From an optimization exercise on the open Yosys and OpenROAD flow, aimed at small area, a short achievable clock period and few clock cycles per item; shortcuts taken in it are not production practice.
Function was checked by simulation only, so behaviour that the tests miss may differ from the original.

Setup of P:
Design series_eval_engine, start of the top module:
module series_eval_engine #(
    parameter int WIDTH = 16,
    parameter int TERMS = 4
) (
    input  logic             clk,
    input  logic             rst,
    input  logic             start,
    input  logic [WIDTH-1:0] x,
    input  logic             coef_wr,
    input  logic [2:0]       coef_addr,
    input  logic [WIDTH-1:0] coef_data,
    output logic             busy,
    output logic             done,
    output logic [WIDTH-1:0] result,
    output logic             ovf
);
Settings: LEC_CHECK=0, CAP_MARGIN=50, CORE_MARGIN=2, CORE_UTILIZATION=75, CTS_CLUSTER_DIAMETER=60, CTS_CLUSTER_SIZE=40, SLEW_MARGIN=75, SYNTH_HIERARCHICAL=1; clock period 11.0 ns.
standard.sh (not shown) runs the stock make flow with config.mk's settings and CLKGATE_MAP_FILE= SYNTH_SCRIPT=/design/flow/synth_recipe.tcl, a recipe that flattens the netlist after the stock synthesis.
==> flow/flow/run.sh <==
#!/bin/bash
# The standard layout, except that the port buffers are buf_4 cells
# (buffer_ports otherwise picks a slow delay buffer, which then sets the
# period through the output paths).
set -euo pipefail
export BUFFER_PORTS_ARGS="-buffer_cell sky130_fd_sc_hd__buf_4"
bash standard.sh > standard_flow.log 2>&1
Testbench counts of P, summed over its fixed seeds: cycles 1,752, items 1,536.
Edits applied to the flow inputs when going from P to Q:
diff --git a/flow/config.mk b/flow/config.mk
--- a/flow/config.mk
+++ b/flow/config.mk
@@ -9,6 +9,6 @@
 export CORE_MARGIN = 2
 export CORE_UTILIZATION = 75
-export CTS_CLUSTER_DIAMETER = 60
-export CTS_CLUSTER_SIZE = 40
+export CTS_CLUSTER_DIAMETER = 100
+export CTS_CLUSTER_SIZE = 30
 export SLEW_MARGIN = 75
 export SYNTH_HIERARCHICAL = 1
Findings:
Looking at top routing layer in use, the met4 result is from Q; the met5 one comes from P. In the tables for P and Q, utilization reads higher with P. [compare] base=P new=Q: critical path depth did not really move, area fraction of clock buffers and clock inverters shrank by 2.1 points, worst setup slack now larger. Q has completed all stages; timing, DRC and antenna checks passed. Lower insertion delay to the later sink of the worst-skew pair goes to Q over P.

* * *

== v37 ==
series_eval_engine again, from the RTL that the note above started with.
Settings: LEC_CHECK=0, CAP_MARGIN=50, CORE_MARGIN=2, CORE_UTILIZATION=65, SLEW_MARGIN=75, SYNTH_HIERARCHICAL=1; clock period 11.0 ns.
Scripts as last shown in full above: flow/flow/run.sh
Testbench counts of v37, summed over its fixed seeds: cycles 1,752, items 1,536.
Edits applied to the flow inputs when going from v37 to v29:
# v37
export LEC_CHECK = 0
export CAP_MARGIN = 50
export CORE_MARGIN = 2
export CORE_UTILIZATION = 65
export SLEW_MARGIN = 75
export SYNTH_HIERARCHICAL = 1
create_clock -name core_clock -period 11.0 [get_ports {clk}]
# v29
export LEC_CHECK = 0
export CAP_MARGIN = 60
export CORE_MARGIN = 2
export CORE_UTILIZATION = 75
export CTS_CLUSTER_DIAMETER = 60
export CTS_CLUSTER_SIZE = 40
export SLEW_MARGIN = 85
export SYNTH_HIERARCHICAL = 1
create_clock -name core_clock -period 11.0 [get_ports {clk}]
--- outcome ---
- Status: highest clock rate parity (v37, v29)
- Relative to v37, the number of core rows of v29 is lower by about 7%.
- v29 vs. v37: via count went up by 10%.
- The higher clock-buffer cell count came out of v37.
- v37 has higher worst setup slack than v29.

* * *

alpha:
series_eval_engine again, from the RTL that the note above started with.
Settings: LEC_CHECK=0, CAP_MARGIN=40, CORE_MARGIN=2, CORE_UTILIZATION=75, CTS_CLUSTER_DIAMETER=60, CTS_CLUSTER_SIZE=40, SLEW_MARGIN=60, SYNTH_HIERARCHICAL=1; clock period 11.0 ns.
Scripts as last shown in full above: flow/flow/run.sh
alpha has completed all stages; timing, DRC and antenna checks passed.
Testbench counts of alpha, summed over its fixed seeds: cycles 1,752, items 1,536.
The inputs of beta differ from those of alpha as listed below.
# alpha
export LEC_CHECK = 0
export CAP_MARGIN = 40
export CORE_MARGIN = 2
export CORE_UTILIZATION = 75
export CTS_CLUSTER_DIAMETER = 60
export CTS_CLUSTER_SIZE = 40
export SLEW_MARGIN = 60
export SYNTH_HIERARCHICAL = 1
create_clock -name core_clock -period 11.0 [get_ports {clk}]
# beta
export LEC_CHECK = 0
export CAP_MARGIN = 50
export CORE_MARGIN = 2
export CORE_UTILIZATION = 75
export CTS_CLUSTER_DIAMETER = 60
export CTS_CLUSTER_SIZE = 50
export SLEW_MARGIN = 75
export SYNTH_HIERARCHICAL = 1
create_clock -name core_clock -period 11.0 [get_ports {clk}]
Results
- Of the two values seen for launch point of the worst path, rdy_q$_DFF_PP0_ was produced by beta and x3_q[15]$_DFF_P_ by alpha.
- Diff alpha -> beta | worst setup slack | increase of 0.050 ns
- Per the comparison of beta with alpha, wire length +1100 um, all-layer global routing usage barely changed.
- When beta is measured against alpha, its layout net count turns out 22 higher.

[static timing again, ports no longer ideal]
The results above use ideal ports. As a check the final layouts listed here were re-extracted and re-timed, cells and wires unchanged. Step 1 assumes that a clkbuf_16 drives the clock port and a buf_2 every other input. Step 2, shift: input delay + t, output delay - t, t = (earliest + latest rising clock arrival at the registers) / 2. This alone moves slack from input paths to output paths. Slacks: ideal ports / drivers / drivers and shift; pairs: ideal ports / drivers.
| run | t, ns | setup slack, ns | worst register clock-pin slew, ns |
|---|---|---|---|
| P | 0.747 | 7.575 / 7.502 / 7.703 | 0.11 / 0.11 |
| Q | 0.706 | 7.605 / 7.533 / 7.672 | 0.11 / 0.11 |
| v37 | 0.765 | 7.559 / 7.483 / 7.702 | 0.07 / 0.07 |
| v29 | 0.756 | 7.551 / 7.477 / 7.600 | 0.11 / 0.11 |
| alpha | 0.724 | 7.525 / 7.513 / 7.525 | 0.10 / 0.10 |
| beta | 0.747 | 7.575 / 7.502 / 7.703 | 0.11 / 0.11 |
After both steps every run listed still meets setup and hold.
